This is an optimization exercise on Yosys and OpenROAD, whose aim is small area, a short achievable clock period and few clock cycles, not a production implementation. At most, simulation tests tie the RTL to the original design; equivalence was not proved. Power and IR drop assume default switching activity.

## before
==> flow/design.v <==
package systolic_mm_pkg;
    typedef logic [4-1:0] data_t;
    typedef logic [16-1:0] accum_t;
    typedef logic [$clog2((8 / 4))-1:0] tile_idx_t;
    typedef logic [$clog2((8 * 8))-1:0] elem_idx_t;
    typedef logic [$clog2((2 * 4 - 1)+1)-1:0] step_t;
    typedef logic [(8 * 8)*4-1:0] matrix_t;
    typedef logic [4*4-1:0] edge_t;
    typedef logic [4*4*16-1:0] tile_sums_t;
    typedef struct packed {
        edge_t left;
        edge_t top;
    } feed_t;
    typedef struct packed {
        tile_idx_t ib;
        tile_idx_t jb;
        tile_idx_t kb;
    } tile_pos_t;
    typedef struct packed {
        elem_idx_t index;
        accum_t value;
    } result_word_t;
    typedef enum logic [2:0] {IDLE, CLEAR, STREAM, FLUSH, COLLECT, NEXT, DRAIN} seq_state_t;
endpackage
`timescale 1ns/10ps
module systolic_mm_top (
    input  logic                          clk,
    input  logic                          rst,
    input  logic                          in_req,
    input  systolic_mm_pkg::data_t        in_data,
    output logic                          in_ack,
    output logic                          out_req,
    output systolic_mm_pkg::result_word_t out_word,
    input  logic                          out_ack,
    output logic                          done
);
    logic [6:0] ph65;
    logic [3:0] ph16;
    logic [7:0] t;
    logic [6:0] tgt_a;
    logic [3:0] d_q;
    logic [2:0] kb_q;
    logic wa_q;
    logic wb1_q;
    logic wb2_pre;
    logic wb2_q;
    wire a_ph = (t[7:6] == 2'b00);
    wire b_ph = (t[7:6] == 2'b01);
    wire t_zero = (t == 8'd0);
    wire b_align = (ph16 == ({t[2:0], 1'b0} - 4'd1));
    wire can_ack = (a_ph & (t_zero | (ph65 == tgt_a))) | (b_ph & b_align);
    wire ack = in_req & ~in_ack & can_ack;
    wire ack_last = ack & (t == 8'd127);
    logic [3:0] ra [65];
    logic [3:0] rb [4][16];
    always_ff @(posedge clk) begin
        ra[0] <= wa_q ? d_q : ra[64];
        for (int n = 1; n < 65; n++) ra[n] <= ra[n-1];
    end
    for (genvar m = 0; m < 4; m++) begin : g_rb
        wire we = (wb1_q | wb2_q) & (kb_q[1:0] == 2'(m));
        always_ff @(posedge clk) begin
            rb[m][0] <= we ? d_q : rb[m][15];
            for (int n = 1; n < 16; n++) rb[m][n] <= rb[m][n-1];
        end
    end
    always_ff @(posedge clk) begin
        if (!in_ack) begin
            d_q <= in_data;
            kb_q <= t[5:3];
        end
        if (rst) begin
            in_ack <= 1'b0;
            wa_q <= 1'b0;
            wb1_q <= 1'b0;
            wb2_pre <= 1'b0;
            wb2_q <= 1'b0;
        end else begin
            in_ack <= in_req & (in_ack | can_ack);
            wa_q <= ack & a_ph;
            wb1_q <= ack & b_ph & ~t[5];
            wb2_pre <= ack & b_ph & t[5];
            wb2_q <= wb2_pre;
        end
    end
    logic [6:0] cw;         
    logic [10:0] oval;
    logic loaded;           
    logic [31:0] hold;
    logic [2:0] hrow, hrow_d1, hrow_d2, hrow_d3;
    logic hv, hv_d1, hv_d2, hv_d3;
    logic hl_q;
    logic [2:0] want_q;
    logic [7:0] pq [4];
    logic [9:0] q, q_d;
    wire out_ph = t[7] | (t == 8'd127);
    wire lw = ~out_req & ~loaded & ~cw[6] & out_ph
              & (ph16 == {cw[2:0] + 3'd6, 1'b1})
              & hv_d2 & (hrow_d2 == cw[5:3]) & hv_d3 & (hrow_d3 == cw[5:3]);
    wire rise = ~out_req & ~out_ack & (loaded | lw) & (t[7] | ack_last);
    wire row_end = cw[2] & (cw[1] | cw[0]) & ~cw[6] & (cw[5:3] != 3'd7)
                   & (ph16 == 4'd8) & hv & (hrow == cw[5:3]);
    wire [2:0] want = cw[5:3] + {2'b00, row_end};
    logic [6:0] tgt_row;
    always_comb begin
        case (want)
            3'd0: tgt_row = 7'd53;
            3'd1: tgt_row = 7'd4;
            3'd2: tgt_row = 7'd20;
            3'd3: tgt_row = 7'd36;
            3'd4: tgt_row = 7'd52;
            3'd5: tgt_row = 7'd3;
            3'd6: tgt_row = 7'd19;
            default: tgt_row = 7'd35;
        endcase
    end
    wire hl = (t[7] | t[6]) & ~cw[6] & (ph65 == tgt_row) & ~ph16[0]
              & ~(hv & (hrow == want));
    always_ff @(posedge clk) begin
        for (int k = 0; k < 8; k++) begin
            hold[4*k +: 4] <= hl_q ? ra[53 - 2*k] : hold[4*((k+4)%8) +: 4];
        end
    end
    always_ff @(posedge clk) begin
        for (int m = 0; m < 4; m++) pq[m] <= hold[4*m +: 4] * rb[m][9];
        q <= 10'(pq[0]) + 10'(pq[1]) + 10'(pq[2]) + 10'(pq[3]);
        q_d <= q;
    end
    always_ff @(posedge clk) begin
        if (rst) oval <= '0;
        else if (lw) oval <= 11'(q_d) + 11'(q);
    end
    assign out_word = {cw[5:0], 5'd0, oval};
    always_ff @(posedge clk) begin
        hrow_d1 <= hrow;
        hv_d1 <= hv;
        hrow_d2 <= hrow_d1;
        hv_d2 <= hv_d1;
        hrow_d3 <= hrow_d2;
        hv_d3 <= hv_d2;
        want_q <= want;
        if (rst) begin
            t <= '0;
            out_req <= 1'b0;
            done <= 1'b0;
            loaded <= 1'b0;
            hv <= 1'b0;
            hl_q <= 1'b0;
            cw <= '0;
            ph65 <= '0;
            ph16 <= '0;
            tgt_a <= '0;
        end else begin
            ph65 <= (ph65 == 7'd64) ? 7'd0 : ph65 + 7'd1;
            ph16 <= ph16 + 4'd1;
            hl_q <= hl;
            if (wa_q | wb1_q | wb2_pre) begin
                t <= t + 8'd1;
                if (t_zero) begin
                    ph65 <= 7'd1;
                    ph16 <= 4'd1;
                    tgt_a <= 7'd1;
                    cw <= '0;
                    hv <= 1'b0;
                    done <= 1'b0;
                end else begin
                    tgt_a <= (tgt_a >= 7'd63) ? tgt_a - 7'd63 : tgt_a + 7'd2;
                end
            end
            if (hl_q) begin
                hrow <= want_q;
                hv <= 1'b1;
            end
            loaded <= (loaded | lw) & ~rise;
            if (out_req & out_ack) begin
                out_req <= 1'b0;
                cw <= cw + 7'd1;
            end else if (rise) begin
                out_req <= 1'b1;
            end
            if (cw[6] & t[7] & ~out_req & ~out_ack) begin
                done <= 1'b1;
                t <= '0;
            end
        end
    end
endmodule
Settings: LEC_CHECK=0, ABC_CLOCK_PERIOD_IN_PS=3000, CAP_MARGIN=20, CORE_MARGIN=2, CORE_UTILIZATION=70, CTS_CLUSTER_DIAMETER=100, CTS_CLUSTER_SIZE=30, PLACE_DENSITY=0.8, SLEW_MARGIN=20; clock period 10.0 ns.
standard.sh (not shown) runs the stock make flow with config.mk's settings and CLKGATE_MAP_FILE= SYNTH_SCRIPT=/design/flow/synth_recipe.tcl, a recipe that flattens the netlist after the stock synthesis.
==> flow/flow/run.sh <==
#!/bin/bash
set -euo pipefail
bash standard.sh \
  "BUFFER_PORTS_ARGS=-buffer_cell sky130_fd_sc_hd__buf_4" \
  SETUP_SLACK_MARGIN=7.1 \
  finish > make_finish.log 2>&1
Testbench counts of before, summed over its fixed seeds: cycles 18,384.
Here is what was changed in the inputs of after compared with before.
-- flow/design.v --
<<< before, line 93
    logic [2:0] want_q;
    logic [7:0] pq [4];
    logic [9:0] q, q_d;
    wire out_ph = t[7] | (t == 8'd127);
    wire lw = ~out_req & ~loaded & ~cw[6] & out_ph
              & (ph16 == {cw[2:0] + 3'd6, 1'b1})
              & hv_d2 & (hrow_d2 == cw[5:3]) & hv_d3 & (hrow_d3 == cw[5:3]);
>>> after, line 93
    logic [2:0] want_q;
    logic [7:0] pq [4];
    logic [9:0] q;
    logic ld1_q;            
    wire out_ph = t[7] | (t == 8'd127);
    wire ld1 = (~out_req | out_ack) & ~loaded;
    wire lw = ld1_q & ~out_req & ~loaded & ~cw[6] & out_ph
              & (ph16 == {cw[2:0] + 3'd6, 1'b1})
              & hv_d2 & (hrow_d2 == cw[5:3]) & hv_d3 & (hrow_d3 == cw[5:3]);
<<< before, line 125
        for (int m = 0; m < 4; m++) pq[m] <= hold[4*m +: 4] * rb[m][9];
        q <= 10'(pq[0]) + 10'(pq[1]) + 10'(pq[2]) + 10'(pq[3]);
        q_d <= q;
    end
    always_ff @(posedge clk) begin
        if (rst) oval <= '0;
        else if (lw) oval <= 11'(q_d) + 11'(q);
    end
    assign out_word = {cw[5:0], 5'd0, oval};
>>> after, line 127
        for (int m = 0; m < 4; m++) pq[m] <= hold[4*m +: 4] * rb[m][9];
        q <= 10'(pq[0]) + 10'(pq[1]) + 10'(pq[2]) + 10'(pq[3]);
    end
    always_ff @(posedge clk) begin
        if (rst) oval <= '0;
        else if (lw) oval <= oval + 11'(q);
        else if (ld1) oval <= 11'(q);
    end
    assign out_word = {cw[5:0], 5'd0, oval};
<<< before, line 147
            hv <= 1'b0;
            hl_q <= 1'b0;
            cw <= '0;
            ph65 <= '0;
>>> after, line 149
            hv <= 1'b0;
            hl_q <= 1'b0;
            ld1_q <= 1'b0;
            cw <= '0;
            ph65 <= '0;
<<< before, line 155
            ph16 <= ph16 + 4'd1;
            hl_q <= hl;
            if (wa_q | wb1_q | wb2_pre) begin
                t <= t + 8'd1;
>>> after, line 158
            ph16 <= ph16 + 4'd1;
            hl_q <= hl;
            ld1_q <= ld1;
            if (wa_q | wb1_q | wb2_pre) begin
                t <= t + 8'd1;
Results
- Capturing element of the worst setup path: out_word[19] -> before, out_word[18] -> after
- As of after, met2 wire length had risen slightly compared to before.
- Comparing before and after, fraction of standard cell area in multi-input logic is higher on after.
- Comparing the two runs side by side, after comes out ahead of before on time the final worst path needs with I/O delays and setup.
- Sort before and after by layout inverter count without the clock tree asc -> top: after
- Worst setup slack: after vs before up 8.3 ps
- Diff before..after | proportion of cell area spent on the clock network | negligible
Testbench counts of after, summed over its fixed seeds: cycles 18,384.

---

== main ==
Another version of the RTL of systolic_mm_top (not shown whole).
For scale: about 1300 cells after synthesis, ~630 flip-flops, about 33 I/O pins.
==> module systolic_mm_top, before the edit <==
module systolic_mm_top (
    input  logic                          clk,
    input  logic                          rst,
    input  logic                          in_req,
    input  systolic_mm_pkg::data_t        in_data,
    output logic                          in_ack,
    output logic                          out_req,
    output systolic_mm_pkg::result_word_t out_word,
    input  logic                          out_ack,
    output logic                          done
);
    logic [6:0] ph65;
    logic [3:0] ph16;
    logic [7:0] t;
    logic [6:0] tgt_a;
    logic [3:0] d_q;
    logic [2:0] kb_q;
    logic ack_q;
    logic wa_q;
    logic wb1_q;
    logic wb2_pre;
    logic wb2_q;
    wire a_ph = (t[7:6] == 2'b00);
    wire b_ph = (t[7:6] == 2'b01);
    wire t_zero = (t == 8'd0);
    wire b_align = (ph16 == ({t[2:0], 1'b0} - 4'd1));
    wire can_ack = (a_ph & (t_zero | (ph65 == tgt_a))) | (b_ph & b_align);
    wire ack = in_req & ~in_ack & can_ack;
    wire ack_last = ack & (t == 8'd127);
    logic [3:0] ra [65];
    logic [3:0] rb [4][16];
    always_ff @(posedge clk) begin
        ra[0] <= wa_q ? d_q : ra[64];
        for (int n = 1; n < 65; n++) ra[n] <= ra[n-1];
    end
    for (genvar m = 0; m < 4; m++) begin : g_rb
        wire we = (wb1_q | wb2_q) & (kb_q[1:0] == 2'(m));
        always_ff @(posedge clk) begin
            rb[m][0] <= we ? d_q : rb[m][15];
            for (int n = 1; n < 16; n++) rb[m][n] <= rb[m][n-1];
        end
    end
    always_ff @(posedge clk) begin
        if (!in_ack) begin
            d_q <= in_data;
            kb_q <= t[5:3];
        end
        if (rst) begin
            in_ack <= 1'b0;
            ack_q <= 1'b0;
            wa_q <= 1'b0;
            wb1_q <= 1'b0;
            wb2_pre <= 1'b0;
            wb2_q <= 1'b0;
        end else begin
            in_ack <= in_req & (in_ack | can_ack);
            ack_q <= ack;
            wa_q <= ack & a_ph;
            wb1_q <= ack & b_ph & ~t[5];
            wb2_pre <= ack & b_ph & t[5];
            wb2_q <= wb2_pre;
        end
    end
    logic [6:0] cw;         
    logic [5:0] oidx;
    logic [10:0] oval;
    logic loaded;           
    logic fin;              
    logic [31:0] hold;
    logic [2:0] hrow, hrow_d;
    logic hv, hv_d;
    logic [9:0] s1;
    wire out_ph = t[7] | (t == 8'd127);
    wire lw = ~out_req & ~loaded & ~cw[6] & out_ph
              & (ph16 == {cw[2:0] + 3'd6, 1'b1})
              & hv_d & (hrow_d == cw[5:3]) & hv & (hrow == cw[5:3]);
    wire rise = ~out_req & ~out_ack & (loaded | lw) & (t[7] | ack_last);
    wire [6:0] cw_n = lw ? cw + 7'd1 : cw;
    logic [6:0] tgt_row;
    always_comb begin
        case (cw_n[5:3])
            3'd0: tgt_row = 7'd56;
            3'd1: tgt_row = 7'd7;
            3'd2: tgt_row = 7'd23;
            3'd3: tgt_row = 7'd39;
            3'd4: tgt_row = 7'd55;
            3'd5: tgt_row = 7'd6;
            3'd6: tgt_row = 7'd22;
            default: tgt_row = 7'd38;
        endcase
    end
    wire hl = (t[7] | t[6]) & ~cw_n[6] & (ph65 == tgt_row) & ph16[0]
              & ~(hv & (hrow == cw_n[5:3]));
    always_ff @(posedge clk) begin
        for (int k = 0; k < 8; k++) begin
            hold[4*k +: 4] <= hl ? ra[55 - 2*k] : hold[4*((k+4)%8) +: 4];
        end
    end
    logic [9:0] hsum;
    always_comb begin
        hsum = '0;
        for (int m = 0; m < 4; m++) hsum = hsum + 10'(hold[4*m +: 4] * rb[m][11]);
    end
    always_ff @(posedge clk) s1 <= hsum;
    wire [10:0] psum = 11'(s1) + 11'(hsum);
    always_ff @(posedge clk) begin
        if (lw) begin
            oval <= psum;
            oidx <= cw[5:0];
        end
    end
    assign out_word = {oidx, 5'd0, oval};
    always_ff @(posedge clk) begin
        hrow_d <= hrow;
        hv_d <= hv;
        if (rst) begin
            t <= '0;
            out_req <= 1'b0;
            done <= 1'b0;
            loaded <= 1'b0;
            fin <= 1'b0;
            hv <= 1'b0;
            cw <= '0;
            ph65 <= '0;
            ph16 <= '0;
            tgt_a <= '0;
        end else begin
            ph65 <= (ph65 == 7'd64) ? 7'd0 : ph65 + 7'd1;
            ph16 <= ph16 + 4'd1;
            if (ack_q) begin
                t <= t + 8'd1;
                if (t_zero) begin
                    ph65 <= 7'd1;
                    ph16 <= 4'd1;
                    tgt_a <= 7'd1;
                    cw <= '0;
                    hv <= 1'b0;
                    done <= 1'b0;
                end else begin
                    tgt_a <= (tgt_a >= 7'd63) ? tgt_a - 7'd63 : tgt_a + 7'd2;
                end
            end
            if (hl) begin
                hrow <= cw_n[5:3];
                hv <= 1'b1;
            end
            if (lw) cw <= cw + 7'd1;
            loaded <= (loaded | lw) & ~rise;
            if (out_req & out_ack) begin
                out_req <= 1'b0;
                if (oidx == 6'd63) fin <= 1'b1;
            end else if (rise) begin
                out_req <= 1'b1;
            end
            if (fin & ~out_req & ~out_ack) begin
                fin <= 1'b0;
                done <= 1'b1;
                t <= '0;
            end
        end
    end
endmodule
Settings: LEC_CHECK=0, CAP_MARGIN=20, CORE_MARGIN=2, CORE_UTILIZATION=40, SLEW_MARGIN=20; clock period 10.0 ns.
run.sh (not shown) runs the stock make flow with config.mk's settings and CLKGATE_MAP_FILE= SYNTH_SCRIPT=/design/flow/synth_recipe.tcl, a recipe that flattens the netlist after the stock synthesis.
Stock flow here: none of the scripts above is used.
main: full flow OK, the timing, design-rule and antenna checks passed
Changes in the feature branch relative to main:
--- a/flow/design.v
+++ b/flow/design.v
@@ -34,9 +34,9 @@
     input  logic                          out_ack,
     output logic                          done
 );
     logic [6:0] ph65;
-    logic [3:0] ph16;
+    logic [2:0] ph8;
     logic [7:0] t;
     logic [6:0] tgt_a;
     logic [3:0] d_q;
     logic [2:0] kb_q;
@@ -47,23 +47,23 @@
     logic wb2_q;
     wire a_ph = (t[7:6] == 2'b00);
     wire b_ph = (t[7:6] == 2'b01);
     wire t_zero = (t == 8'd0);
-    wire b_align = (ph16 == ({t[2:0], 1'b0} - 4'd1));
+    wire b_align = (ph8 == ({t[1:0], 1'b0} - 3'd1));
     wire can_ack = (a_ph & (t_zero | (ph65 == tgt_a))) | (b_ph & b_align);
     wire ack = in_req & ~in_ack & can_ack;
     wire ack_last = ack & (t == 8'd127);
     logic [3:0] ra [65];
-    logic [3:0] rb [4][16];
+    logic [3:0] rb [8][8];
     always_ff @(posedge clk) begin
         ra[0] <= wa_q ? d_q : ra[64];
         for (int n = 1; n < 65; n++) ra[n] <= ra[n-1];
     end
-    for (genvar m = 0; m < 4; m++) begin : g_rb
-        wire we = (wb1_q | wb2_q) & (kb_q[1:0] == 2'(m));
+    for (genvar k = 0; k < 8; k++) begin : g_rb
+        wire we = (wb1_q | wb2_q) & (kb_q == 3'(k));
         always_ff @(posedge clk) begin
-            rb[m][0] <= we ? d_q : rb[m][15];
-            for (int n = 1; n < 16; n++) rb[m][n] <= rb[m][n-1];
+            rb[k][0] <= we ? d_q : rb[k][7];
+            for (int n = 1; n < 8; n++) rb[k][n] <= rb[k][n-1];
         end
     end
     always_ff @(posedge clk) begin
         if (!in_ack) begin
@@ -80,10 +80,10 @@
         end else begin
             in_ack <= in_req & (in_ack | can_ack);
             ack_q <= ack;
             wa_q <= ack & a_ph;
-            wb1_q <= ack & b_ph & ~t[5];
-            wb2_pre <= ack & b_ph & t[5];
+            wb1_q <= ack & b_ph & ~t[2];
+            wb2_pre <= ack & b_ph & t[2];
             wb2_q <= wb2_pre;
         end
     end
     logic [6:0] cw;         
@@ -93,13 +93,13 @@
     logic fin;              
     logic [31:0] hold;
     logic [2:0] hrow, hrow_d;
     logic hv, hv_d;
-    logic [9:0] s1;
+    logic [7:0] prod_q [8];
     wire out_ph = t[7] | (t == 8'd127);
     wire lw = ~out_req & ~loaded & ~cw[6] & out_ph
-              & (ph16 == {cw[2:0] + 3'd6, 1'b1})
-              & hv_d & (hrow_d == cw[5:3]) & hv & (hrow == cw[5:3]);
+              & (ph8 == {cw[1:0] + 2'd2, 1'b1})
+              & hv_d & (hrow_d == cw[5:3]);
     wire rise = ~out_req & ~out_ack & (loaded | lw) & (t[7] | ack_last);
     wire [6:0] cw_n = lw ? cw + 7'd1 : cw;
     logic [6:0] tgt_row;
     always_comb begin
@@ -113,22 +113,25 @@
             3'd6: tgt_row = 7'd22;
             default: tgt_row = 7'd38;
         endcase
     end
-    wire hl = (t[7] | t[6]) & ~cw_n[6] & (ph65 == tgt_row) & ph16[0]
+    wire hl = (t[7] | t[6]) & ~cw_n[6] & (ph65 == tgt_row)
               & ~(hv & (hrow == cw_n[5:3]));
     always_ff @(posedge clk) begin
-        for (int k = 0; k < 8; k++) begin
-            hold[4*k +: 4] <= hl ? ra[55 - 2*k] : hold[4*((k+4)%8) +: 4];
+        if (hl) begin
+            for (int k = 0; k < 8; k++) hold[4*k +: 4] <= ra[55 - 2*k];
         end
     end
-    logic [9:0] hsum;
+    always_ff @(posedge clk) begin
+        for (int k = 0; k < 8; k++) begin
+            prod_q[k] <= hold[4*k +: 4] * (cw[2] ? rb[k][2] : rb[k][3]);
+        end
+    end
+    logic [10:0] psum;
     always_comb begin
-        hsum = '0;
-        for (int m = 0; m < 4; m++) hsum = hsum + 10'(hold[4*m +: 4] * rb[m][11]);
+        psum = '0;
+        for (int k = 0; k < 8; k++) psum = psum + 11'(prod_q[k]);
     end
-    always_ff @(posedge clk) s1 <= hsum;
-    wire [10:0] psum = 11'(s1) + 11'(hsum);
     always_ff @(posedge clk) begin
         if (lw) begin
             oval <= psum;
             oidx <= cw[5:0];
@@ -146,18 +149,18 @@
             fin <= 1'b0;
             hv <= 1'b0;
             cw <= '0;
             ph65 <= '0;
-            ph16 <= '0;
+            ph8 <= '0;
             tgt_a <= '0;
         end else begin
             ph65 <= (ph65 == 7'd64) ? 7'd0 : ph65 + 7'd1;
-            ph16 <= ph16 + 4'd1;
+            ph8 <= ph8 + 3'd1;
             if (ack_q) begin
                 t <= t + 8'd1;
                 if (t_zero) begin
                     ph65 <= 7'd1;
-                    ph16 <= 4'd1;
+                    ph8 <= 3'd1;
                     tgt_a <= 7'd1;
                     cw <= '0;
                     hv <= 1'b0;
                     done <= 1'b0;
==> comparison <==
Per the comparison of the feature branch with main, slew of the pin with the lowest slew margin decreased 0.29 ns, smallest setup slack after layout picked up an extra 1.92 ns, power grew by 0.58 mW, area fraction of clock buffers and clock inverters level. The feature branch: met3 wirelength from detailed routing is 250 um higher than what main reported. Where maximum frequency is concerned, main is outperformed by the feature branch.
Testbench counts of the feature branch, summed over its fixed seeds: cycles 18,384.
The RTL of main was laid out without a check of its function.

==> static timing again, ports no longer ideal <==
Ports are ideal in the flow. The routed layouts listed here were re-timed in OpenROAD. Step 1 sets driving cells, clkbuf_16 on the clock port and buf_2 on the other inputs (assumed; they add their load-dependent delay and slew). Step 2 also shifts input and output timing later by t, the mid clock arrival at the registers, as if the neighbouring blocks saw the same clock. Slacks: ideal ports / drivers / drivers and shift; pairs: ideal ports / drivers.
run | t, ns | slack for setup (ns) | clock arrival spread, ns | pins driven straight from the clock port
before | 0.621 | 6.939 / 6.890 / 6.933 | 0.035 / 0.035 | 1
after | 0.607 | 6.947 / 6.899 / 6.666 | 0.028 / 0.028 | 1
main | 0.633 | 3.866 / 3.866 / 3.866 | 0.029 / 0.029 | 1
the feature branch | 0.629 | 5.787 / 5.787 / 5.787 | 0.020 / 0.020 | 1
After both steps setup and hold are still met in every run listed. The setup slack of after, which loses most, moves by -0.048 ns with the drivers and by -0.281 ns with both steps.
